Source: an optimization exercise on an open RTL-to-GDS flow (aim: small area, a short achievable clock period and few clock cycles per item). Production flows keep margins and buffers that such runs may drop. In this exercise RTL edits were held to simulation tests only and were not proved equivalent to the original. Power figures rest on the tool's default switching activity, not on a simulated workload.

==> flow/design.v <==
package fpu_ss_pkg;
  typedef logic [31:0] xlen_t;
  typedef logic [31:0] flen_t;
  typedef logic [4:0]  reg_addr_t;
  typedef logic [3:0]  instr_id_t;
  typedef logic [4:0]  fflags_t;
  typedef logic [2:0]  frm_t;
  typedef logic [11:0] csr_addr_t;
  typedef enum logic [3:0] {
    OpNone,
    OpSgnj,
    OpSgnjn,
    OpSgnjx,
    OpMvWX,
    OpMvXW,
    OpFeq,
    OpFlt,
    OpFle,
    OpCsrRw,
    OpCsrRs,
    OpCsrRc
  } fp_op_e;
  localparam logic [6:0] OPC_OP_FP  = 7'b1010011;
  localparam logic [6:0] OPC_SYSTEM = 7'b1110011;
  localparam logic [6:0] FUNCT7_SGNJ  = 7'b0010000;
  localparam logic [6:0] FUNCT7_CMP   = 7'b1010000;
  localparam logic [6:0] FUNCT7_MV_XW = 7'b1110000;
  localparam logic [6:0] FUNCT7_MV_WX = 7'b1111000;
  localparam csr_addr_t CSR_FFLAGS = 12'h001;
  localparam csr_addr_t CSR_FRM    = 12'h002;
  localparam csr_addr_t CSR_FCSR   = 12'h003;
  localparam int unsigned NUM_FP_REGS = 32;
  localparam fflags_t FLAG_NV = 5'b10000;
  localparam int unsigned QNAN_BIT = 22;
endpackage
`timescale 1ns/1ps
module fpu_ss_pd_nand2 (input logic a_i, input logic b_i, output logic y_o);
  assign y_o = ~(a_i & b_i);
endmodule
module fpu_ss_pd_nor2 (input logic a_i, input logic b_i, output logic y_o);
  assign y_o = ~(a_i | b_i);
endmodule
module fpu_ss_pd_nor3 (input logic a_i, input logic b_i, input logic c_i, output logic y_o);
  assign y_o = ~(a_i | b_i | c_i);
endmodule
module fpu_ss_pd_nand3 (input logic a_i, input logic b_i, input logic c_i, output logic y_o);
  assign y_o = ~(a_i & b_i & c_i);
endmodule
module fpu_ss_pd_a21oi (input logic a_i, input logic b_i, input logic c_i, output logic y_o);
  assign y_o = ~((a_i & b_i) | c_i);
endmodule
module fpu_ss_pd_o21ai (input logic a_i, input logic b_i, input logic c_i, output logic y_o);
  assign y_o = ~((a_i | b_i) & c_i);
endmodule
module fpu_ss_predecoder (
  input  fpu_ss_pkg::xlen_t instr_i,
  output logic              accept_o,
  output logic              fpw_o,     
  output logic              cmp_o,     
  output logic              csr_o      
);
  logic [31:0] i;
  assign i = instr_i;
  logic ones_a_n, ones_b_n, zeros_lo;       
  logic f7lo_z, f7sc_z, f3_not3_n;          
  logic rs2_hi_z, rs2_lo_z, f3_z;           
  logic f7mv_hi_n;                          
  logic csr_a_z, csr_b_z, csr_c_z;          
  logic f3_lo_z;                            
  fpu_ss_pd_nand2 u_ones_a (.a_i(i[6]),  .b_i(i[4]),  .y_o(ones_a_n));
  fpu_ss_pd_nand2 u_ones_b (.a_i(i[1]),  .b_i(i[0]),  .y_o(ones_b_n));
  fpu_ss_pd_nor2  u_zeros  (.a_i(i[3]),  .b_i(i[2]),  .y_o(zeros_lo));
  fpu_ss_pd_nor3  u_f7lo   (.a_i(i[27]), .b_i(i[26]), .c_i(i[25]), .y_o(f7lo_z));
  fpu_ss_pd_nor2  u_f7sc   (.a_i(i[30]), .b_i(i[28]), .y_o(f7sc_z));
  fpu_ss_pd_nand2 u_f3n3   (.a_i(i[13]), .b_i(i[12]), .y_o(f3_not3_n));
  fpu_ss_pd_nor3  u_rs2hi  (.a_i(i[24]), .b_i(i[23]), .c_i(i[22]), .y_o(rs2_hi_z));
  fpu_ss_pd_nor2  u_rs2lo  (.a_i(i[21]), .b_i(i[20]), .y_o(rs2_lo_z));
  fpu_ss_pd_nor3  u_f3z    (.a_i(i[14]), .b_i(i[13]), .c_i(i[12]), .y_o(f3_z));
  fpu_ss_pd_nand3 u_f7mv   (.a_i(i[31]), .b_i(i[30]), .c_i(i[29]), .y_o(f7mv_hi_n));
  fpu_ss_pd_nor3  u_csra   (.a_i(i[31]), .b_i(i[30]), .c_i(i[29]), .y_o(csr_a_z));
  fpu_ss_pd_nor3  u_csrb   (.a_i(i[28]), .b_i(i[27]), .c_i(i[26]), .y_o(csr_b_z));
  fpu_ss_pd_nor2  u_csrc   (.a_i(i[25]), .b_i(i[24]), .y_o(csr_c_z));
  fpu_ss_pd_nor2  u_f3lo   (.a_i(i[13]), .b_i(i[12]), .y_o(f3_lo_z));
  logic low_ok;        
  logic sc_n;          
  logic mv_n;          
  logic sys_a_n;       
  logic sys_b_n;       
  assign low_ok  = zeros_lo & ~ones_a_n & ~ones_b_n;
  assign sc_n    = ~(i[29] & f7lo_z & f7sc_z & f3_not3_n);
  assign mv_n    = ~(~f7mv_hi_n & f7lo_z & rs2_hi_z & rs2_lo_z);
  assign sys_a_n = ~(csr_a_z & csr_b_z & csr_c_z);
  fpu_ss_pd_o21ai u_sysb (.a_i(i[21]), .b_i(i[20]), .c_i(~(i[23] | i[22])), .y_o(sys_b_n));
  logic fp_ok;         
  logic sys_ok;        
  assign fp_ok  = ~((sc_n | i[14]) & (mv_n | ~f3_z));
  assign sys_ok = ~(sys_a_n | sys_b_n | i[14] | f3_lo_z);
  assign accept_o = low_ok & (i[5] ? sys_ok : fp_ok);
  assign fpw_o = low_ok & ~i[5] & ((~sc_n & ~i[14] & ~i[31]) | (~mv_n & f3_z & i[28]));
  assign cmp_o = low_ok & ~i[5] & ~sc_n & ~i[14] & i[31];
  assign csr_o = low_ok & i[5] & sys_ok;
endmodule
`timescale 1ns/1ps
module fpu_ss_aoi3 (
  input  logic [2:0]  sel_i,
  input  logic [31:0] d0_i,
  input  logic [31:0] d1_i,
  input  logic [31:0] d2_i,
  output logic [31:0] n_o
);
  assign n_o = ~(({32{sel_i[0]}} & d0_i) | ({32{sel_i[1]}} & d1_i) | ({32{sel_i[2]}} & d2_i));
endmodule
module fpu_ss_aoi2 (
  input  logic [1:0]  sel_i,
  input  logic [31:0] d0_i,
  input  logic [31:0] d1_i,
  output logic [31:0] n_o
);
  assign n_o = ~(({32{sel_i[0]}} & d0_i) | ({32{sel_i[1]}} & d1_i));
endmodule
module fpu_ss_rdport (
  input  logic [31:0]   sel_i,     
  input  logic [1023:0] regs_i,    
  output logic [31:0]   rdata_n_o   
);
  logic [31:0] n [11];
  for (genvar g = 0; g < 10; g++) begin : g_aoi3
    fpu_ss_aoi3 u_aoi3 (
      .sel_i (sel_i[3*g +: 3]),
      .d0_i  (regs_i[32*(3*g)   +: 32]),
      .d1_i  (regs_i[32*(3*g+1) +: 32]),
      .d2_i  (regs_i[32*(3*g+2) +: 32]),
      .n_o   (n[g])
    );
  end
  fpu_ss_aoi2 u_aoi2 (
    .sel_i (sel_i[31:30]),
    .d0_i  (regs_i[32*30 +: 32]),
    .d1_i  (regs_i[32*31 +: 32]),
    .n_o   (n[10])
  );
  always_comb begin
    rdata_n_o = '1;
    for (int g = 0; g < 11; g++) rdata_n_o = rdata_n_o & n[g];
  end
endmodule
`timescale 1ns/1ps
module fpu_ss_cmp_merge (
  input  logic gt_h_i,
  input  logic lt_h_i,
  input  logic gt_l_i,
  input  logic lt_l_i,
  output logic gt_o,
  output logic lt_o
);
  assign gt_o = gt_h_i | (~lt_h_i & gt_l_i);
  assign lt_o = lt_h_i | (~gt_h_i & lt_l_i);
endmodule
module fpu_ss_cmp4 (
  input  logic [3:0] a_i,
  input  logic [3:0] b_i,
  output logic       gt_o,
  output logic       lt_o
);
  logic [3:0] g, l;
  logic [1:0] g2, l2;
  assign g = a_i & ~b_i;
  assign l = ~a_i & b_i;
  fpu_ss_cmp_merge u_lo (.gt_h_i(g[1]), .lt_h_i(l[1]), .gt_l_i(g[0]), .lt_l_i(l[0]), .gt_o(g2[0]), .lt_o(l2[0]));
  fpu_ss_cmp_merge u_hi (.gt_h_i(g[3]), .lt_h_i(l[3]), .gt_l_i(g[2]), .lt_l_i(l[2]), .gt_o(g2[1]), .lt_o(l2[1]));
  fpu_ss_cmp_merge u_top (.gt_h_i(g2[1]), .lt_h_i(l2[1]), .gt_l_i(g2[0]), .lt_l_i(l2[0]), .gt_o(gt_o), .lt_o(lt_o));
endmodule
module fpu_ss_cmp_merge8 (
  input  logic [7:0] gt_i,
  input  logic [7:0] lt_i,
  output logic       gt_o,
  output logic       lt_o
);
  logic [3:0] g1, l1;
  logic [1:0] g2, l2;
  for (genvar k = 0; k < 4; k++) begin : g_l1
    fpu_ss_cmp_merge u (.gt_h_i(gt_i[2*k+1]), .lt_h_i(lt_i[2*k+1]), .gt_l_i(gt_i[2*k]), .lt_l_i(lt_i[2*k]),
                        .gt_o(g1[k]), .lt_o(l1[k]));
  end
  for (genvar k = 0; k < 2; k++) begin : g_l2
    fpu_ss_cmp_merge u (.gt_h_i(g1[2*k+1]), .lt_h_i(l1[2*k+1]), .gt_l_i(g1[2*k]), .lt_l_i(l1[2*k]),
                        .gt_o(g2[k]), .lt_o(l2[k]));
  end
  fpu_ss_cmp_merge u_top (.gt_h_i(g2[1]), .lt_h_i(l2[1]), .gt_l_i(g2[0]), .lt_l_i(l2[0]), .gt_o(gt_o), .lt_o(lt_o));
endmodule
`timescale 1ns/1ps
module fpu_ss_controller (
  input  logic q_valid_i,
  input  logic r_valid_i,
  input  logic result_ready_i,
  output logic ready_o
);
  assign ready_o = ~q_valid_i | ~r_valid_i | result_ready_i;
endmodule
`timescale 1ns/1ps
module fpu_ss (
  input  logic                  clk_i,
  input  logic                  reset_i,
  input  logic                  issue_valid_i,
  output logic                  issue_ready_o,
  input  fpu_ss_pkg::xlen_t     issue_instr_i,
  input  fpu_ss_pkg::xlen_t     issue_rs1_i,
  input  fpu_ss_pkg::instr_id_t issue_id_i,
  output logic                  issue_accept_o,
  output logic                  issue_writeback_o,
  output logic                  result_valid_o,
  input  logic                  result_ready_i,
  output fpu_ss_pkg::instr_id_t result_id_o,
  output fpu_ss_pkg::reg_addr_t result_rd_o,
  output fpu_ss_pkg::xlen_t     result_data_o,
  output logic                  result_we_o
);
  logic [2:0]  funct3;
  logic [6:0]  funct7;
  logic        dec_cmp;
  logic        dec_csr;
  logic        dec_fpw;
  assign funct3 = issue_instr_i[14:12];
  assign funct7 = issue_instr_i[31:25];
  fpu_ss_predecoder u_predecoder (
    .instr_i  (issue_instr_i),
    .accept_o (issue_accept_o),
    .fpw_o    (dec_fpw),
    .cmp_o    (dec_cmp),
    .csr_o    (dec_csr)
  );
  assign issue_writeback_o = issue_instr_i[5] | (issue_instr_i[31] & ~issue_instr_i[28]);
  logic op_csr, op_sgnj, op_mvwx, op_mvxw, op_cmp;
  assign op_csr  = issue_instr_i[5];
  assign op_sgnj = ~issue_instr_i[5] & ~issue_instr_i[31];
  assign op_mvwx = ~issue_instr_i[5] & issue_instr_i[28];
  assign op_mvxw = ~issue_instr_i[5] & issue_instr_i[30] & ~issue_instr_i[28];
  assign op_cmp  = ~issue_instr_i[5] & issue_instr_i[31] & ~issue_instr_i[30];
  logic q_valid_q;
  logic r_valid_q;
  logic r_free;
  logic issue_go;
  assign r_free        = ~r_valid_q | result_ready_i;
  logic q_free;
  assign q_free        = ~q_valid_q | r_free;
  assign issue_go      = issue_valid_i & q_free;
  fpu_ss_controller u_controller (
    .q_valid_i      (q_valid_q),
    .r_valid_i      (r_valid_q),
    .result_ready_i (result_ready_i),
    .ready_o        (issue_ready_o)
  );
  logic [1023:0] regs_q;
  logic [31:0]   sel_a;
  logic [31:0]   sel_b;
  logic [31:0]   a;
  logic [31:0]   b;
  logic [31:0]   a_n;
  logic [31:0]   b_n;
  always_comb begin
    for (int i = 0; i < 32; i++) begin
      sel_a[i] = (issue_instr_i[19:15] == 5'(i));
      sel_b[i] = (issue_instr_i[24:20] == 5'(i));
    end
  end
  fpu_ss_rdport u_rdport_a (
    .sel_i   (sel_a),
    .regs_i  (regs_q),
    .rdata_n_o (a_n)
  );
  fpu_ss_rdport u_rdport_b (
    .sel_i   (sel_b),
    .regs_i  (regs_q),
    .rdata_n_o (b_n)
  );
  assign a = ~a_n;
  assign b = ~b_n;
  logic        sgn;
  logic [31:0] fp_wdata;
  always_comb begin
    case (funct3[1:0])
      2'b00:   sgn = b[31];
      2'b01:   sgn = ~b[31];
      default: sgn = a[31] ^ b[31];
    endcase
  end
  assign fp_wdata = funct7[3] ? issue_rs1_i : {sgn, a[30:0]};
  always_ff @(posedge clk_i) begin
    for (int i = 0; i < 32; i++) begin
      if (issue_go && dec_fpw && issue_instr_i[11:7] == 5'(i)) begin
        regs_q[32*i +: 32] <= fp_wdata;
      end
    end
  end
  logic       a_nan, b_nan, any_nan, any_snan, both_zero, nv;
  logic [7:0] grp_gt;
  logic [7:0] grp_lt;
  assign a_nan     = (&a[30:23]) & (|a[22:0]);
  assign b_nan     = (&b[30:23]) & (|b[22:0]);
  assign any_nan   = a_nan | b_nan;
  assign any_snan  = (a_nan & ~a[22]) | (b_nan & ~b[22]);
  assign both_zero = ~(|a[30:0]) & ~(|b[30:0]);
  assign nv        = funct3[1] ? any_snan : any_nan;
  for (genvar g = 0; g < 8; g++) begin : g_grp
    fpu_ss_cmp4 u_cmp4 (
      .a_i  ((g == 7) ? {1'b0, a[30:28]} : a[4*g +: 4]),
      .b_i  ((g == 7) ? {1'b0, b[30:28]} : b[4*g +: 4]),
      .gt_o (grp_gt[g]),
      .lt_o (grp_lt[g])
    );
  end
  logic [4:0] fflags_q;
  logic [2:0] frm_q;
  logic [4:0] fflags;
  logic [7:0] csr_old;
  logic [7:0] csr_new;
  logic       nv_pend;
  assign fflags = {fflags_q[4] | nv_pend, fflags_q[3:0]};
  always_comb begin
    case (issue_instr_i[21:20])
      2'b01:   csr_old = {3'b0, fflags};
      2'b10:   csr_old = {5'b0, frm_q};
      default: csr_old = {frm_q, fflags};
    endcase
    case (funct3[1:0])
      2'b01:   csr_new = issue_rs1_i[7:0];
      2'b10:   csr_new = csr_old | issue_rs1_i[7:0];
      default: csr_new = csr_old & ~issue_rs1_i[7:0];
    endcase
  end
  always_ff @(posedge clk_i) begin
    if (reset_i) begin
      fflags_q <= '0;
      frm_q    <= '0;
    end else begin
      if (issue_go && dec_csr && issue_instr_i[20]) begin
        fflags_q <= csr_new[4:0];
      end else if (nv_pend) begin
        fflags_q[4] <= 1'b1;
      end
      if (issue_go && dec_csr && issue_instr_i[21]) begin
        frm_q <= issue_instr_i[20] ? csr_new[7:5] : csr_new[2:0];
      end
    end
  end
  logic [31:0] x;
  logic [31:0] q_x_q;
  logic        q_cmp_q;
  logic [1:0]  q_f3_q;
  logic [3:0]  q_id_q;
  logic [4:0]  q_rd_q;
  logic        q_we_q;
  always_comb begin
    if (op_cmp)       x = {11'b0, nv, a[31], b[31], both_zero, any_nan, grp_gt, grp_lt};
    else if (op_csr)  x = {24'b0, csr_old};
    else if (op_mvwx) x = issue_rs1_i;
    else if (op_mvxw) x = a;
    else              x = {sgn, a[30:0]};
  end
  always_ff @(posedge clk_i) begin
    if (reset_i) begin
      q_valid_q <= 1'b0;
    end else if (q_free) begin
      q_valid_q <= issue_valid_i & issue_accept_o;
    end
  end
  always_ff @(posedge clk_i) begin
    if (q_free) begin
      q_x_q   <= x;
      q_cmp_q <= op_cmp;
      q_f3_q  <= funct3[1:0];
      q_id_q  <= issue_id_i;
      q_rd_q  <= issue_instr_i[11:7];
      q_we_q  <= ~(op_sgnj | op_mvwx);
    end
  end
  logic [7:0] c_gt, c_lt;
  logic       c_nv, c_a31, c_b31, c_zero, c_nan;
  logic       mag_gt, mag_lt, eq, lt, cmp_res;
  assign {c_nv, c_a31, c_b31, c_zero, c_nan, c_gt, c_lt} = q_x_q[20:0];
  assign nv_pend = q_valid_q & q_cmp_q & c_nv;
  fpu_ss_cmp_merge8 u_merge8 (
    .gt_i (c_gt),
    .lt_i (c_lt),
    .gt_o (mag_gt),
    .lt_o (mag_lt)
  );
  always_comb begin
    eq = (~mag_gt & ~mag_lt & (c_a31 == c_b31)) | c_zero;
    if (c_a31 != c_b31) lt = c_a31 & ~c_zero;
    else if (c_a31)     lt = mag_gt;
    else                lt = mag_lt;
    case (q_f3_q)
      2'b10:   cmp_res = eq;
      2'b01:   cmp_res = lt;
      default: cmp_res = lt | eq;
    endcase
    cmp_res = cmp_res & ~c_nan;
  end
  logic [3:0]  r_id_q;
  logic [4:0]  r_rd_q;
  logic [31:0] r_data_q;
  logic        r_we_q;
  always_ff @(posedge clk_i) begin
    if (reset_i) begin
      r_valid_q <= 1'b0;
    end else if (r_free) begin
      r_valid_q <= q_valid_q;
    end
  end
  always_ff @(posedge clk_i) begin
    if (r_free) begin
      r_id_q   <= q_id_q;
      r_rd_q   <= q_rd_q;
      r_data_q <= q_cmp_q ? {31'b0, cmp_res} : q_x_q;
      r_we_q   <= q_we_q;
    end
  end
  assign result_valid_o = r_valid_q;
  assign result_id_o    = r_id_q;
  assign result_rd_o    = r_rd_q;
  assign result_data_o  = r_data_q;
  assign result_we_o    = r_we_q;
endmodule
==> flow/run.sh <==
#!/bin/bash
# synth_recipe.tcl (not shown) runs the flow's synth.tcl, then flattens the netlist and writes it again
# the make line also repeats each setting of config.mk as NAME=value (left out here)
make -C /OpenROAD-flow-scripts/flow DESIGN_CONFIG=/design/flow/config.mk WORK_HOME=/design/flow/orfs CLKGATE_MAP_FILE= SYNTH_SCRIPT=/design/flow/synth_recipe.tcl finish
==> flow/config.mk <==
export PLATFORM = sky130hd
export DESIGN_NAME = fpu_ss
export DESIGN_NICKNAME = fpu_ss
export VERILOG_FILES = /design/flow/design.v
export SDC_FILE = /design/flow/constraint.sdc
export NUM_CORES = 4
export LEC_CHECK = 0
export CAP_MARGIN = 20
export CORE_MARGIN = 2
export CORE_UTILIZATION = 40
export SETUP_SLACK_MARGIN = 1.5
export SLEW_MARGIN = 20
export SYNTH_HIERARCHICAL = 1
==> flow/constraint.sdc <==
create_clock -name core_clock -period 5.0 [get_ports {clk_i}]
set_input_delay 1.0000 -clock core_clock [delete_from_list [all_inputs] [get_ports {clk_i}]]
set_output_delay 1.0000 -clock core_clock [all_outputs]
set_load 0.01 [all_outputs]
==> results.ini, run 1 <==
[status]
outcome=complete, no violations

[timing]
tightest_slew_ps=1270
grt_setup_unrepaired=true
finalCritPeriodShare=0.775
drv_slew=0
finClkSkew_ps=31.9
whs_ps=414
min_period_ps=3870
setup_viol=0
timing.fmax_ghz=0.258
hold_viol_final=0
max-slew-margin-rel=0.152

[floorplanning]
start_util=0.402
core_area_sq_um=119000
die-area_sq_um=123000
dieWidth_um=351
fp.dieH_um=351
fp-row-count=127
num_io_pins=118

[critical_path]
cp.arrival_ps=4330
reg2reg_depth=10
critPathCaptureType=register
criticalPathCategory=input port to register
worst-r2r-setup-slack_ps=1850
crit_path_end=q_x_q[4]
crit_start=issue_instr_i[20]
path_max_fanout=6
r2r_start=regs_q[401]
cp_data_required_time_ps=5460
worst_setup_path_start_kind=input port
r2r-end=q_x_q[4]

[drt]
firstDrtPassIters=13
routed_wirelength_um=182000
ant_nets=0
drt_iter0_markers=9324
route.detailed.drc=0
avgViaCountPerCell=6.95
drt-wirelength-per-cell_um=35.1
vias=36000

[power_and_ir_drop]
ir_drop_v=0.000260
p_leak_nw=19.7
power_w=0.0212
power_density_nw_per_um2=359

[worst_hold_path]
whs_path_depth=0
hp-class=register to register

[clock_tree]
htreeDepth=3
clockBufferDepth=3
clock-sinks=1121
cts-root-buf=clkbuf_16
insertion_delay_ps=730
cts_tree=done
numCtsBuffers=111
clk_pin_slew_worst_paths_ps=60

[global_routing]
grt_pass1_wl_um=250000
grt_max_degree=49
antenna_found_initial=2
grtUsageTotal=0.285
grt_pass1_vias=33600
overflow=0

[yosys]
syn_avg_cell_area_sq_um=15.9
ys_warn_count=9
synth_area_sq_um=48000
synthCells=3028

[place]
dp_hpwl_um=111000
place_congestion=0.983
dpl.cell_count=4808
io_buffer_count=117
dpl_cell_area_sq_um=53200

[finish]
final_util=0.494
layoutNonFillerInstCount=5180
layout-area-overhead-vs-synth_pct=23.0
fin_area_sq_um=59100
fin_nets=3552
drive_gt1_frac=0.269

[run]
cap_violations=0

## worst max-delay path: stages
cell,delay [ps]
buf_8,100
buf_6,120
ha_4,170
nand2b_4,70
buf_12,150
nor2_4,100
buf_8,170
a222oi_1,430
nand4_1,530
nor3_4,350
inv_1,80
and2b_2,220
inv_2,30
a21o_1,180
a21o_4,250
mux2i_4,240
o22ai_1,100
## per-layer routing
| metal | share of wire | global-route usage | up-vias | wire length [um] |
|---|---|---|---|---|
| met3 | 0.15 | 0.0858 | 508 | 27500 |
| met5 | 0.000050 | 0 | - | 9 |
| met2 | 0.44 | 0.437 | 3306 | 80700 |
| li1 | - | - | 14300 | - |
| met1 | 0.35 | 0.372 | 17900 | 64100 |
| met4 | 0.052 | 0.129 | 2 | 9480 |
## layout by cell type (no fill, tap or decap), types with 9 or more instances in the layout
master,n
bufinv_16,11
o21ai_1,10
a211oi_1,9
nor2_1,31
nor3_2,40
nor2b_1,35
clkdlybuf4s50_1,98
clkinv_1,22
a222oi_1,640
inv_1,129
o21ai_0,17
nor2_2,13
and2b_2,64
nand2b_4,9
nor3_4,31
nand4_1,147
buf_12,95
nand2_1,60
nand2_2,10
nand3_1,67
buf_6,22
edfxtp_1,1111
a21o_1,31
clkbuf_1,24
o21ai_2,42
buf_4,280
clkbuf_16,112
nor2_4,116
dfxtp_1,10
nand2b_1,10
and2_1,10
a21oi_1,20
a22oi_1,64
clkinv_2,19
## layout make-up
cell class,count,area [sq um]
Clock inverter,69,683
Timing Repair Buffer,518,5480
Fill cell,10000,60400
Multi-Input combinational cell,1581,13900
Sequential cell,1121,33600
Tap cell,1612,2020
Antenna cell,2,5.00
Inverter,138,520
Clock buffer,139,2930
## stage by stage
| step | TNS, ps | setup slack, ps |
|---|---|---|
| floorplan | 0 | 1040 |
| global placement | -806 | -230 |
| detailed placement | -1220 | -289 |
| CTS | 0 | 1380 |
| global route | 0 | 1210 |
| finish | 0 | 1130 |
## timing repair
| item | 4_1_cts | 5_1_grt |
|---|---|---|
| pin swaps | 136 | 115 |
| gates resized for setup | 163 | 107 |
| endpoints found under the setup margin | 1757 | 916 |
| buffers inserted | 89 | 40 |
| gates cloned | 29 | 4 |
| hold buffers | 0 | 0 |
## worst min path at each step
stage | startpoint | endpoint | slack [ps]
after floorplan | q_id_q[0] | r_id_q[0] | 400
after global placement | q_id_q[0] | r_id_q[0] | 400
after detailed placement | q_id_q[0] | r_id_q[0] | 410
after CTS | q_id_q[0] | r_id_q[0] | 420
after global routing | q_id_q[3] | r_id_q[3] | 430
final | q_rd_q[2] | r_rd_q[2] | 410
## sequential cells by signal, summed over array words and instances (netlist names), 2 cells and up
register,cells
fflags_q,5
frm_q,3
q_f3_q,2
q_id_q,4
q_rd_q,5
q_x_q,32
r_data_q,32
r_id_q,4
r_rd_q,5
regs_q,1024
## report_power, final
part / total (W) / internal, W / leakage [nW] / switching, W
Combinational: 0.00224 / 0.000810 / 7.56 / 0.00143
Sequential: 0.0106 / 0.0106 / 10.3 / 0.0000295
Clock: 0.00840 / 0.00473 / 1.76 / 0.00366
Total: 0.0212 / 0.0161 / 19.7 / 0.00512
Testbench counts, summed over its fixed seeds: cycles 24,016, items 24,000.
==> run 2: changes to the inputs <==
--- a/flow/design.v
+++ b/flow/design.v
@@ -146,27 +146,85 @@
 endmodule
+module fpu_ss_predec2 (
+  input  logic [1:0] a_i,
+  output logic [3:0] m_n_o
+);
+  for (genvar k = 0; k < 4; k++) begin : g_m
+    assign m_n_o[k] = ~(a_i == 2'(k));
+  end
+endmodule
+module fpu_ss_predec3 (
+  input  logic [2:0] a_i,
+  output logic [7:0] m_n_o
+);
+  for (genvar k = 0; k < 8; k++) begin : g_m
+    assign m_n_o[k] = ~(a_i == 3'(k));
+  end
+endmodule
+module fpu_ss_nor2x32 (
+  input  logic [31:0] a_i,
+  input  logic [31:0] b_i,
+  output logic [31:0] y_o
+);
+  assign y_o = ~(a_i | b_i);
+endmodule
+module fpu_ss_addr_dec (
+  input  logic [4:0]  addr_i,
+  output logic [31:0] sel_o
+);
+  logic [3:0]  lo_n;
+  logic [7:0]  hi_n;
+  logic [31:0] lo_x, hi_x;
+  fpu_ss_predec2 u_lo (.a_i(addr_i[1:0]), .m_n_o(lo_n));
+  fpu_ss_predec3 u_hi (.a_i(addr_i[4:2]), .m_n_o(hi_n));
+  for (genvar i = 0; i < 32; i++) begin : g_x
+    assign lo_x[i] = lo_n[i % 4];
+    assign hi_x[i] = hi_n[i / 4];
+  end
+  fpu_ss_nor2x32 u_nor (.a_i(lo_x), .b_i(hi_x), .y_o(sel_o));
+endmodule
 `timescale 1ns/1ps
-module fpu_ss_cmp_merge (
+module fpu_ss_cmpm_n (
   input  logic gt_h_i,
-  input  logic lt_h_i,
+  input  logic eq_h_i,
   input  logic gt_l_i,
-  input  logic lt_l_i,
+  input  logic eq_l_i,
+  output logic gt_n_o,
+  output logic eq_n_o
+);
+  assign gt_n_o = ~(gt_h_i | (eq_h_i & gt_l_i));
+  assign eq_n_o = ~(eq_h_i & eq_l_i);
+endmodule
+module fpu_ss_cmpm_p (
+  input  logic gt_n_h_i,
+  input  logic eq_n_h_i,
+  input  logic gt_n_l_i,
+  input  logic eq_n_l_i,
   output logic gt_o,
-  output logic lt_o
+  output logic eq_o
+);
+  assign gt_o = ~(gt_n_h_i & (eq_n_h_i | gt_n_l_i));
+  assign eq_o = ~(eq_n_h_i | eq_n_l_i);
+endmodule
+module fpu_ss_cmpb (
+  input  logic [3:0] a_n_i,
+  input  logic [3:0] b_n_i,
+  output logic [3:0] gt_o,
+  output logic [3:0] eq_o
 );
-  assign gt_o = gt_h_i | (~lt_h_i & gt_l_i);
-  assign lt_o = lt_h_i | (~gt_h_i & lt_l_i);
+  assign gt_o = ~a_n_i & b_n_i;
+  assign eq_o = ~(a_n_i ^ b_n_i);
 endmodule
 module fpu_ss_cmp4 (
-  input  logic [3:0] a_i,
-  input  logic [3:0] b_i,
+  input  logic [3:0] a_n_i,
+  input  logic [3:0] b_n_i,
   output logic       gt_o,
-  output logic       lt_o
+  output logic       eq_o
 );
-  logic [3:0] g, l;
-  logic [1:0] g2, l2;
-  assign g = a_i & ~b_i;
-  assign l = ~a_i & b_i;
-  fpu_ss_cmp_merge u_lo (.gt_h_i(g[1]), .lt_h_i(l[1]), .gt_l_i(g[0]), .lt_l_i(l[0]), .gt_o(g2[0]), .lt_o(l2[0]));
-  fpu_ss_cmp_merge u_hi (.gt_h_i(g[3]), .lt_h_i(l[3]), .gt_l_i(g[2]), .lt_l_i(l[2]), .gt_o(g2[1]), .lt_o(l2[1]));
-  fpu_ss_cmp_merge u_top (.gt_h_i(g2[1]), .lt_h_i(l2[1]), .gt_l_i(g2[0]), .lt_l_i(l2[0]), .gt_o(gt_o), .lt_o(lt_o));
+  logic [3:0] g, e;
+  logic [1:0] g_n, e_n;
+  fpu_ss_cmpb u_b (.a_n_i(a_n_i), .b_n_i(b_n_i), .gt_o(g), .eq_o(e));
+  fpu_ss_cmpm_n u_lo (.gt_h_i(g[1]), .eq_h_i(e[1]), .gt_l_i(g[0]), .eq_l_i(e[0]), .gt_n_o(g_n[0]), .eq_n_o(e_n[0]));
+  fpu_ss_cmpm_n u_hi (.gt_h_i(g[3]), .eq_h_i(e[3]), .gt_l_i(g[2]), .eq_l_i(e[2]), .gt_n_o(g_n[1]), .eq_n_o(e_n[1]));
+  fpu_ss_cmpm_p u_top (.gt_n_h_i(g_n[1]), .eq_n_h_i(e_n[1]), .gt_n_l_i(g_n[0]), .eq_n_l_i(e_n[0]),
+                       .gt_o(gt_o), .eq_o(eq_o));
 endmodule
@@ -174,17 +232,21 @@
   input  logic [7:0] gt_i,
-  input  logic [7:0] lt_i,
+  input  logic [7:0] eq_i,
   output logic       gt_o,
-  output logic       lt_o
+  output logic       eq_o
 );
-  logic [3:0] g1, l1;
-  logic [1:0] g2, l2;
+  logic [3:0] g1_n, e1_n;
+  logic [1:0] g2, e2;
+  logic       g3_n, e3_n;
   for (genvar k = 0; k < 4; k++) begin : g_l1
-    fpu_ss_cmp_merge u (.gt_h_i(gt_i[2*k+1]), .lt_h_i(lt_i[2*k+1]), .gt_l_i(gt_i[2*k]), .lt_l_i(lt_i[2*k]),
-                        .gt_o(g1[k]), .lt_o(l1[k]));
+    fpu_ss_cmpm_n u (.gt_h_i(gt_i[2*k+1]), .eq_h_i(eq_i[2*k+1]), .gt_l_i(gt_i[2*k]), .eq_l_i(eq_i[2*k]),
+                     .gt_n_o(g1_n[k]), .eq_n_o(e1_n[k]));
   end
   for (genvar k = 0; k < 2; k++) begin : g_l2
-    fpu_ss_cmp_merge u (.gt_h_i(g1[2*k+1]), .lt_h_i(l1[2*k+1]), .gt_l_i(g1[2*k]), .lt_l_i(l1[2*k]),
-                        .gt_o(g2[k]), .lt_o(l2[k]));
+    fpu_ss_cmpm_p u (.gt_n_h_i(g1_n[2*k+1]), .eq_n_h_i(e1_n[2*k+1]), .gt_n_l_i(g1_n[2*k]), .eq_n_l_i(e1_n[2*k]),
+                     .gt_o(g2[k]), .eq_o(e2[k]));
   end
-  fpu_ss_cmp_merge u_top (.gt_h_i(g2[1]), .lt_h_i(l2[1]), .gt_l_i(g2[0]), .lt_l_i(l2[0]), .gt_o(gt_o), .lt_o(lt_o));
+  fpu_ss_cmpm_n u_top (.gt_h_i(g2[1]), .eq_h_i(e2[1]), .gt_l_i(g2[0]), .eq_l_i(e2[0]),
+                       .gt_n_o(g3_n), .eq_n_o(e3_n));
+  assign gt_o = ~g3_n;
+  assign eq_o = ~e3_n;
 endmodule
@@ -259,8 +321,4 @@
   logic [31:0]   b_n;
-  always_comb begin
-    for (int i = 0; i < 32; i++) begin
-      sel_a[i] = (issue_instr_i[19:15] == 5'(i));
-      sel_b[i] = (issue_instr_i[24:20] == 5'(i));
-    end
-  end
+  fpu_ss_addr_dec u_dec_a (.addr_i(issue_instr_i[19:15]), .sel_o(sel_a));
+  fpu_ss_addr_dec u_dec_b (.addr_i(issue_instr_i[24:20]), .sel_o(sel_b));
   fpu_ss_rdport u_rdport_a (
@@ -294,17 +352,21 @@
   end
-  logic       a_nan, b_nan, any_nan, any_snan, both_zero, nv;
+  logic       a_exp1, b_exp1;    
+  logic       a_mnz, b_mnz;      
+  logic [3:0] nz_g;              
   logic [7:0] grp_gt;
-  logic [7:0] grp_lt;
-  assign a_nan     = (&a[30:23]) & (|a[22:0]);
-  assign b_nan     = (&b[30:23]) & (|b[22:0]);
-  assign any_nan   = a_nan | b_nan;
-  assign any_snan  = (a_nan & ~a[22]) | (b_nan & ~b[22]);
-  assign both_zero = ~(|a[30:0]) & ~(|b[30:0]);
-  assign nv        = funct3[1] ? any_snan : any_nan;
+  logic [7:0] grp_eq;
+  assign a_exp1  = &a[30:23];
+  assign b_exp1  = &b[30:23];
+  assign a_mnz   = |a[21:0];
+  assign b_mnz   = |b[21:0];
+  assign nz_g[0] = |(a[7:0]   | b[7:0]);
+  assign nz_g[1] = |(a[15:8]  | b[15:8]);
+  assign nz_g[2] = |(a[23:16] | b[23:16]);
+  assign nz_g[3] = |(a[30:24] | b[30:24]);
   for (genvar g = 0; g < 8; g++) begin : g_grp
     fpu_ss_cmp4 u_cmp4 (
-      .a_i  ((g == 7) ? {1'b0, a[30:28]} : a[4*g +: 4]),
-      .b_i  ((g == 7) ? {1'b0, b[30:28]} : b[4*g +: 4]),
-      .gt_o (grp_gt[g]),
-      .lt_o (grp_lt[g])
+      .a_n_i ((g == 7) ? {1'b1, a_n[30:28]} : a_n[4*g +: 4]),
+      .b_n_i ((g == 7) ? {1'b1, b_n[30:28]} : b_n[4*g +: 4]),
+      .gt_o  (grp_gt[g]),
+      .eq_o  (grp_eq[g])
     );
@@ -353,3 +415,3 @@
   always_comb begin
-    if (op_cmp)       x = {11'b0, nv, a[31], b[31], both_zero, any_nan, grp_gt, grp_lt};
+    if (op_cmp)       x = {4'b0, b[31], a[31], b_mnz, b[22], b_exp1, a_mnz, a[22], a_exp1, nz_g, grp_gt, grp_eq};
     else if (op_csr)  x = {24'b0, csr_old};
@@ -376,6 +438,14 @@
   end
-  logic [7:0] c_gt, c_lt;
-  logic       c_nv, c_a31, c_b31, c_zero, c_nan;
-  logic       mag_gt, mag_lt, eq, lt, cmp_res;
-  assign {c_nv, c_a31, c_b31, c_zero, c_nan, c_gt, c_lt} = q_x_q[20:0];
+  logic [7:0] c_gt, c_eq;
+  logic [3:0] c_nz;
+  logic       c_a31, c_b31, c_a_exp1, c_a_m22, c_a_mnz, c_b_exp1, c_b_m22, c_b_mnz;
+  logic       c_zero, c_a_nan, c_b_nan, c_nan, c_snan, c_nv;
+  logic       mag_gt, mag_eq, mag_lt, eq, lt, cmp_res;
+  assign {c_b31, c_a31, c_b_mnz, c_b_m22, c_b_exp1, c_a_mnz, c_a_m22, c_a_exp1, c_nz, c_gt, c_eq} = q_x_q[27:0];
+  assign c_zero  = ~(|c_nz);
+  assign c_a_nan = c_a_exp1 & (c_a_m22 | c_a_mnz);
+  assign c_b_nan = c_b_exp1 & (c_b_m22 | c_b_mnz);
+  assign c_nan   = c_a_nan | c_b_nan;
+  assign c_snan  = (c_a_exp1 & ~c_a_m22 & c_a_mnz) | (c_b_exp1 & ~c_b_m22 & c_b_mnz);
+  assign c_nv    = q_f3_q[1] ? c_snan : c_nan;
   assign nv_pend = q_valid_q & q_cmp_q & c_nv;
@@ -383,8 +453,9 @@
     .gt_i (c_gt),
-    .lt_i (c_lt),
+    .eq_i (c_eq),
     .gt_o (mag_gt),
-    .lt_o (mag_lt)
+    .eq_o (mag_eq)
   );
+  assign mag_lt = ~mag_gt & ~mag_eq;
   always_comb begin
-    eq = (~mag_gt & ~mag_lt & (c_a31 == c_b31)) | c_zero;
+    eq = (mag_eq & (c_a31 == c_b31)) | c_zero;
     if (c_a31 != c_b31) lt = c_a31 & ~c_zero;
--- a/flow/config.mk
+++ b/flow/config.mk
@@ -10,3 +10,5 @@
 export CORE_UTILIZATION = 40
-export SETUP_SLACK_MARGIN = 1.5
+export CTS_CLUSTER_DIAMETER = 80
+export CTS_CLUSTER_SIZE = 24
+export SETUP_SLACK_MARGIN = 2.0
 export SLEW_MARGIN = 20
==> results.ini, run 2 <==
[status]
outcome=complete, no violations

[timing]
hold_viol_final=0
max-slew-margin-rel=0.225
finClkSkew_ps=36.3
grt_setup_unrepaired=true
whs_ps=424
drv_slew=0
min_period_ps=3760
final.setup.worst_slack_ps=1240
tightest_slew_ps=1160
fin_tns_setup_ps=0
finalCritPeriodShare=0.752
timing.fmax_ghz=0.266
setup_viol=0

[floorplanning]
start_util=0.404
core_area_sq_um=118000
dieWidth_um=349
num_io_pins=118
fp.dieH_um=349
die-area_sq_um=122000
fp-row-count=126

[finish]
final_cell_mix=1,111 x edfxtp_1, 640 x a222oi_1, 403 x buf_4
largestRegisters=regs_q: 1024 flops, q_x_q: 32 flops, r_data_q: 32 flops
drive_gt1_frac=0.345
top_register=regs_q
layout-area-overhead-vs-synth_pct=32.6
fin_nets=3825
largest_reg_flops=1024
final_common_cell=edfxtp_1

[drt]
firstDrtPassIters=15
vias=38800
avgViaCountPerCell=7.36
drt_iter0_markers=11400
route.detailed.drc=0
routed_wirelength_um=216000
ant_nets=0
drt-wirelength-per-cell_um=41.0

[worst_hold_path]
hp-class=register to register

[critical_path]
worst-r2r-setup-slack_ps=1980
path_max_fanout=7
cp_data_required_time_ps=5470
criticalPathCategory=input port to register
critPathCaptureType=register
cp.arrival_ps=4230
worst_setup_path_start_kind=input port

[place]
pre_cts_ws_ps=-401
dp_hpwl_um=124000
io_buffer_count=117
place_congestion=0.952

[power_and_ir_drop]
power_w=0.0190
p_leak_nw=21.2
ir_drop_v=0.000302
swShare=0.260
p_switching_w=0.00495
p_seq_frac=0.556
combPwrFrac=0.162
clockPowerShare=0.281
p_int_w=0.0141
power_density_nw_per_um2=301

[clock_tree]
clock-sinks=1121
ctsHoldBuffers=0
numCtsBuffers=57
clk_pin_slew_worst_paths_ps=90
clockBufferDepth=3
cts-root-buf=clkbuf_16
insertion_delay_ps=730
cts_tree=done
htreeDepth=2

[yosys]
ys_warn_count=9
synth_area_sq_um=47700
synthCells=2912
syn_avg_cell_area_sq_um=16.4

[global_routing]
antenna_found_initial=2
overflow=0
grtUsageTotal=0.321
grt_max_degree=50
grt_pass1_wl_um=276000
grt_pass1_vias=35500

[run]
cap_violations=0

==> run 2: cell count changes in the layout (fill, tap and decap cells not counted), sizes merged, moves of 30 or more <==
cell    previous run  this run
buf              409       784
and2b             64         0
a21o              33         3
ha                 9        39
inv              142        55
clkinv            48        11
clkbuf           141       105
==> run 2: timing repair <==
action                      CTS  global route
setup endpoints to repair  2084          1477
cloned                       38            64
setup buffers               194           131
resized for setup           316           240
pin swaps                   198           186
==> run 2: worst paths after layout <==
kind,start,end,depth (start not counted)
min reg2reg,q_id_q[3],r_id_q[3],0
max reg2reg,regs_q[891],q_x_q[19],8
max,issue_instr_i[24],q_x_q[18],16
min,q_id_q[3],r_id_q[3],0
==> run 2: power groups by stage <==
stage                     Combinational (W)  Clock [W]  Sequential (W)
after floorplan                    0.000973          0          0.0108
after global placement              0.00214          0          0.0108
after detailed placement            0.00218          0          0.0108
after CTS                           0.00255    0.00534          0.0106
after global routing                0.00314    0.00565          0.0106
final                               0.00309    0.00536          0.0106
==> run 2: final cells by class <==
| type | instances | area (sq um) |
|---|---|---|
| clock buffer | 60 | 1480 |
| inverter | 48 | 201 |
| fill | 9237 | 54900 |
| timing repair buffer | 934 | 11600 |
| tap | 1536 | 1920 |
| antenna | 2 | 5.00 |
| multi-input combinational | 1552 | 14300 |
| sequential | 1121 | 33600 |
| clock inverter | 19 | 201 |
==> run 2: per-layer routing <==
metal | vias to the layer above | global-route usage | share of wire | routed length [um]
met5 | - | 0 | 0 | 0
met4 | 0 | 0.177 | 0.077 | 16600
met3 | 779 | 0.0928 | 0.16 | 35600
met2 | 3985 | 0.484 | 0.43 | 92600
met1 | 19200 | 0.417 | 0.33 | 71500
li1 | 14800 | - | - | -
==> run 2: through the flow <==
stage,instances,util,cell area (sq um)
CTS,5075,0.505,59700
finish,5272,0.535,63200
detailed placement,4764,0.461,54500
floorplan,2913,-,48600
global placement,4764,0.461,54500
global route,5271,0.535,63200
==> run 2: worst max-delay path, cell delays in order <==
cell      delay [ps]
buf_6            100
buf_12           130
buf_8            120
or3b_4           250
buf_6            130
nor2_4            70
buf_12           160
buf_8            130
a222oi_1         400
nand4_1          460
nor3_4           380
nand4_1          180
nor2_2           190
buf_6            130
nand4_1          130
o211a_4          240
Testbench counts of run 2, summed over its fixed seeds: cycles 24,016, items 24,000.
==> run 3: changes to the inputs <==
--- a/flow/config.mk
+++ b/flow/config.mk
@@ -12,3 +12,3 @@
 export CTS_CLUSTER_SIZE = 24
-export SETUP_SLACK_MARGIN = 2.0
+export SETUP_SLACK_MARGIN = 1.5
 export SLEW_MARGIN = 20
==> results.ini, run 3 <==
[finish]
final_cell_mix=1,111 x edfxtp_1, 640 x a222oi_1, 264 x buf_4
fin_nets=3372
drive_gt1_frac=0.233
nFillCells=9810
layout-area-overhead-vs-synth_pct=17.4
largest_reg_flops=1024
largestRegisters=regs_q: 1024 flops, q_x_q: 32 flops, r_data_q: 32 flops
final_util=0.474
top_register=regs_q
final_common_cell=edfxtp_1

[global_routing]
overflow=0
grt_pass1_wl_um=241000
grt_max_degree=58
grtUsageTotal=0.273
antenna_found_initial=6
grt_pass1_vias=33000

[floorplanning]
die-area_sq_um=122000
core_area_sq_um=118000
start_util=0.404
dieWidth_um=349
fp.dieH_um=349
num_io_pins=118
fp-row-count=126

[clock_tree]
clockBufferDepth=3
htreeDepth=2
insertion_delay_ps=710
clk_pin_slew_worst_paths_ps=90
cts-root-buf=clkbuf_16
numCtsBuffers=55
clock-sinks=1121
ctsHoldBuffers=0
cts_tree=done

[critical_path]
crit_start=issue_instr_i[17]
worst_setup_path_start_kind=input port
cp.arrival_ps=3990
criticalPathCategory=input port to register
r2r_start=regs_q[31]
cp_data_required_time_ps=5460
path_max_fanout=12
reg2reg_depth=8
critPathCaptureType=register
crit_path_end=q_x_q[7]
worst-r2r-setup-slack_ps=2170
r2r-end=regs_q[703]

[timing]
setup_viol=0
max-slew-margin-rel=0.279
grt_setup_unrepaired=true
hold_viol_final=0
fin_tns_setup_ps=0
drv_slew=0
min_period_ps=3540
tightest_slew_ps=1080
finalCritPeriodShare=0.708
finClkSkew_ps=26.1
timing.fmax_ghz=0.283

[power_and_ir_drop]
p_leak_nw=17.9
clockPowerShare=0.293
swShare=0.241
power_density_nw_per_um2=320
ir_drop_v=0.000302
combPwrFrac=0.116
power_w=0.0179
p_seq_frac=0.591
p_switching_w=0.00432
p_int_w=0.0136

[run]
cap_violations=0

[yosys]
synth_area_sq_um=47700
synthCells=2912
ys_warn_count=9
syn_avg_cell_area_sq_um=16.4

[worst_hold_path]
hp-class=register to register
hold_start=q_we_q

[place]
place_congestion=0.931
io_buffer_count=117
dp_hpwl_um=110000

[drt]
avgViaCountPerCell=7.25
ant_nets=0
route.detailed.drc=0
routed_wirelength_um=174000
drt-wirelength-per-cell_um=36.1
vias=35000
firstDrtPassIters=14
drt_iter0_markers=9213

[status]
outcome=complete, no violations

==> run 3: cell type report <==
| type | count | area [sq um] | area share |
|---|---|---|---|
| Clock inverter | 15 | 219 | 0.00391 |
| Timing Repair Buffer | 509 | 5590 | 0.0999 |
| Antenna cell | 1 | 2.50 | 0.0000447 |
| Multi-Input combinational cell | 1526 | 13100 | 0.233 |
| Inverter | 48 | 180 | 0.00322 |
| Clock buffer | 66 | 1430 | 0.0255 |
| Tap cell | 1536 | 1920 | 0.0343 |
| Sequential cell | 1121 | 33600 | 0.600 |
==> run 3: routing by layer <==
metal	track usage	wire length, um	up-vias
li1	-	-	13800
met1	0.374	63500	17500
met2	0.428	78500	3214
met3	0.0747	26400	404
met4	0.0760	5350	8
met5	0	46	-
==> run 3: power by group through the flow <==
stage / registers [W] / clock network, W / logic (W)
global placement: 0.0108 / 0 / 0.00183
global route: 0.0106 / 0.00561 / 0.00216
finish: 0.0106 / 0.00525 / 0.00207
floorplan: 0.0108 / 0 / 0.000867
CTS: 0.0106 / 0.00530 / 0.00194
detailed placement: 0.0108 / 0 / 0.00187
==> run 3: how the worst min path moves through the flow <==
stage	cells past startpoint	to
2_1_floorplan	0	r_id_q[0]
3_3_place_gp	0	r_we_q
3_5_place_dp	0	r_we_q
4_1_cts	0	r_we_q
5_1_grt	0	r_we_q
6_report	0	r_we_q
==> run 3: stage by stage <==
step | worst slack, ps | hold WS (ps) | instance area, sq um | cells
finish | 1460 | 424 | 56000 | 4822
global route | 1380 | 440 | 56000 | 4821
CTS | 1460 | 426 | 55400 | 4783
detailed placement | -144 | 405 | 53200 | 4673
global placement | -94.4 | 406 | 53200 | 4673
floorplan | 1210 | 400 | 48000 | 2913
==> run 3: repair_timing <==
item	4_1_cts	5_1_grt
endpoints found under the hold margin	0	0
pin swaps	64	60
buffers inserted	28	33
setup endpoints to repair	2064	530
gates resized for setup	117	73
cloned	1	5
==> run 3: worst max-delay path: stages <==
cell and delay [ps]:
clkbuf_4 160, or3b_4 280, nor2_4 120, buf_4 230
a222oi_1 850, nand4_1 230, nor3_2 250, inv_1 70
ha_1 290, nand2_1 110, nor2_2 80, mux2i_1 210
o21ai_1 80
==> run 4: changes to the inputs <==
==> flow/flow/run.sh (new file) <==
#!/bin/bash
set -euo pipefail
cd "$(dirname "$0")/.."
bash standard.sh "BUFFER_PORTS_ARGS=-buffer_cell sky130_fd_sc_hd__buf_4" MATCH_CELL_FOOTPRINT=0 finish > flow_make.log 2>&1
==> flow/standard.sh (new file) <==
#!/bin/bash
# synth_recipe.tcl (not shown) runs the flow's synth.tcl, then flattens the netlist and writes it again
# the make line also repeats each setting of config.mk as NAME=value (left out here)
make -C /OpenROAD-flow-scripts/flow DESIGN_CONFIG=/design/flow/config.mk WORK_HOME=/design/flow/orfs CLKGATE_MAP_FILE= SYNTH_SCRIPT=/design/flow/synth_recipe.tcl "${@:-finish}"
--- a/flow/config.mk
+++ b/flow/config.mk
@@ -10,5 +10,5 @@
 export CORE_UTILIZATION = 40
-export CTS_CLUSTER_DIAMETER = 80
-export CTS_CLUSTER_SIZE = 24
-export SETUP_SLACK_MARGIN = 1.5
+export CTS_CLUSTER_DIAMETER = 60
+export CTS_CLUSTER_SIZE = 20
+export SETUP_SLACK_MARGIN = 2.0
 export SLEW_MARGIN = 20
removed: flow/run.sh
==> results.ini, run 4 <==
[clock_tree]
insertion_delay_ps=710
ctsHoldBuffers=0
clockBufferDepth=3
htreeDepth=3
cts-root-buf=clkbuf_16
numCtsBuffers=83
cts_tree=done
clk_pin_slew_worst_paths_ps=80
clock-sinks=1121

[yosys]
synth_area_sq_um=47700
synthCells=2912
ys_warn_count=9
syn_avg_cell_area_sq_um=16.4

[finish]
drive_gt1_frac=0.369
regArea_sq_um=33600
top_register=regs_q
layoutNonFillerInstCount=5229
final_common_cell=edfxtp_1
final_cell_mix=1,111 x edfxtp_1, 640 x a222oi_1, 438 x buf_4
fin_nets=3742
nFillCells=9221
largest_reg_flops=1024
multiInputGateArea_sq_um=14500
layout-area-overhead-vs-synth_pct=31.6
largestRegisters=regs_q: 1024 flops, q_x_q: 32 flops, r_data_q: 32 flops

[floorplanning]
start_util=0.404
dieWidth_um=349
fp-row-count=126
die-area_sq_um=122000
core_area_sq_um=118000
fp.dieH_um=349
num_io_pins=118

[critical_path]
critPathCaptureType=register
criticalPathCategory=input port to register
cp_data_required_time_ps=5430
reg2reg_depth=7
worst_setup_path_start_kind=input port
cp.arrival_ps=4300
path_cells=buf_12 > or3b_4 > nor2_4 > buf_6 > buf_12 > a222oi_1 > nand4_1 > nor3_4 > nand4_1 > nor2_4 > nand4_1 > o211a_4
critPathMaxStageDelay_ps=590
path_max_fanout=8
cp_common_cell=nand4_1
cp_slowest_cell=nand4_1

[power_and_ir_drop]
p_leak_nw=21.1
power_density_nw_per_um2=332
power_w=0.0208
ir_drop_v=0.000237
p_switching_w=0.00555
swShare=0.267
p_seq_frac=0.509
p_int_w=0.0153
clockPowerShare=0.335
combPwrFrac=0.156

[drt]
vias=39200
route.detailed.drc=0
ant_nets=0
firstDrtPassIters=15
avgViaCountPerCell=7.50
routed_wirelength_um=219000
drt_iter0_markers=11900
drt-wirelength-per-cell_um=41.8

[timing]
min_period_ps=3880
max-slew-margin-rel=0.193
timing.fmax_ghz=0.258
tightest_slew_ps=1210
setup_viol=0
drv_slew=0
finClkSkew_ps=32.8
hold_viol_final=0
grt_setup_unrepaired=true
fin_tns_setup_ps=0
final.setup.worst_slack_ps=1120
finalCritPeriodShare=0.775

[global_routing]
met1_usage=0.406
gr-usage-met2=0.481
antenna_found_initial=11
grt_pass1_wl_um=281000
use_met3=0.147
grt_max_degree=50
grtUsageTotal=0.331
grt_pass1_vias=35200
overflow=0
top_usage_layer=met2

[place]
dp_hpwl_um=123000
io_buffer_count=117
place_congestion=1.03
dpl.cell_count=4557
pre_cts_ws_ps=76.5

[run]
cap_violations=0

[status]
outcome=complete, no violations

[worst_hold_path]
whs_path_depth=0
hp-class=register to register

[run 4: path summary, 6_finish.rpt]
| kind | from | endpoint | slack (ps) |
|---|---|---|---|
| setup / recovery | issue_instr_i[19] | q_x_q[18] | 1120 |
| hold / removal | q_rd_q[2] | r_rd_q[2] | 430 |
| setup reg to reg | regs_q[596] | q_x_q[18] | 1770 |
| hold reg to reg | q_rd_q[2] | r_rd_q[2] | 430 |
[run 4: worst max-delay path, delay by kind of cell]
kind	cells	cell delay, ps
AO/OA/AOI/OAI	2	800
buffers and inverters	3	390
AND/OR/NAND/NOR	7	2090
[run 4: per-layer routing]
layer,part of all wire,vias to the layer above
met4,0.086,10
met3,0.18,1097
met2,0.41,4278
met5,0.0018,-
met1,0.32,19200
li1,-,14700
[run 4: timing repair]
action | in CTS | in global routing
gates resized for setup | 343 | 266
pin swaps | 283 | 186
endpoints found under the hold margin | 0 | 0
setup buffers | 287 | 142
cloned | 41 | 55
endpoints found under the setup margin | 1958 | 1832
[run 4: final cells by class]
cell class	instances	share of cell area
Inverter	48	0.00319
Antenna cell	4	0.000160
Clock inverter	53	0.00948
Sequential cell	1121	0.535
Clock buffer	90	0.0340
Tap cell	1536	0.0306
Timing Repair Buffer	825	0.156
Multi-Input combinational cell	1552	0.232
[run 4: metrics by stage]
step           cell area [sq um]  hold slack [ps]   util
2_1_floorplan              48600              400      -
3_3_place_gp               51600              403  0.437
3_5_place_dp               51700              406  0.438
4_1_cts                    59300              428  0.502
5_1_grt                    62700              434  0.531
6_report                   62700              426  0.531
[run 4: power by group through the flow]
stage / combinational (W) / clock, W / sequential, W
2_1_floorplan: 0.000973 / 0 / 0.0108
3_3_place_gp: 0.00190 / 0 / 0.0108
3_5_place_dp: 0.00193 / 0 / 0.0108
4_1_cts: 0.00245 / 0.00699 / 0.0106
5_1_grt: 0.00326 / 0.00732 / 0.0106
6_report: 0.00326 / 0.00697 / 0.0106

what the ideal ports hide:
How much do the figures lean on ideal ports? The routed layouts below were timed once more, with nothing changed but the port constraints. Step 1: set_driving_cell puts a clkbuf_16 on clk_i and a buf_2 on each other input, an assumption about the parent block. Step 2 moves the port delays by t, midway between the first and last clock arrival at a register: inputs arrive t later, outputs are due t later. That takes back most of the time a late clock gives input paths. Three values: no drivers, after step 1, after step 2; two values: the first two.
run	shift t [ns]	setup slack, ns	clock arrival spread, ns	slew at the worst register clock pin (ns)
run 1	0.788	1.127 / 1.157 / 0.370	0.035 / 0.035	0.07 / 0.07
run 2	0.794	1.238 / 1.277 / 0.482	0.038 / 0.039	0.10 / 0.10
run 3	0.774	1.462 / 1.455 / 0.682	0.029 / 0.029	0.10 / 0.10
run 4	0.768	1.124 / 1.063 / 0.295	0.035 / 0.036	0.09 / 0.09
After both steps every run listed still meets setup and hold. For run 4, which loses most, drivers alone change the setup slack by -0.061 ns; drivers and shift together by -0.829 ns.
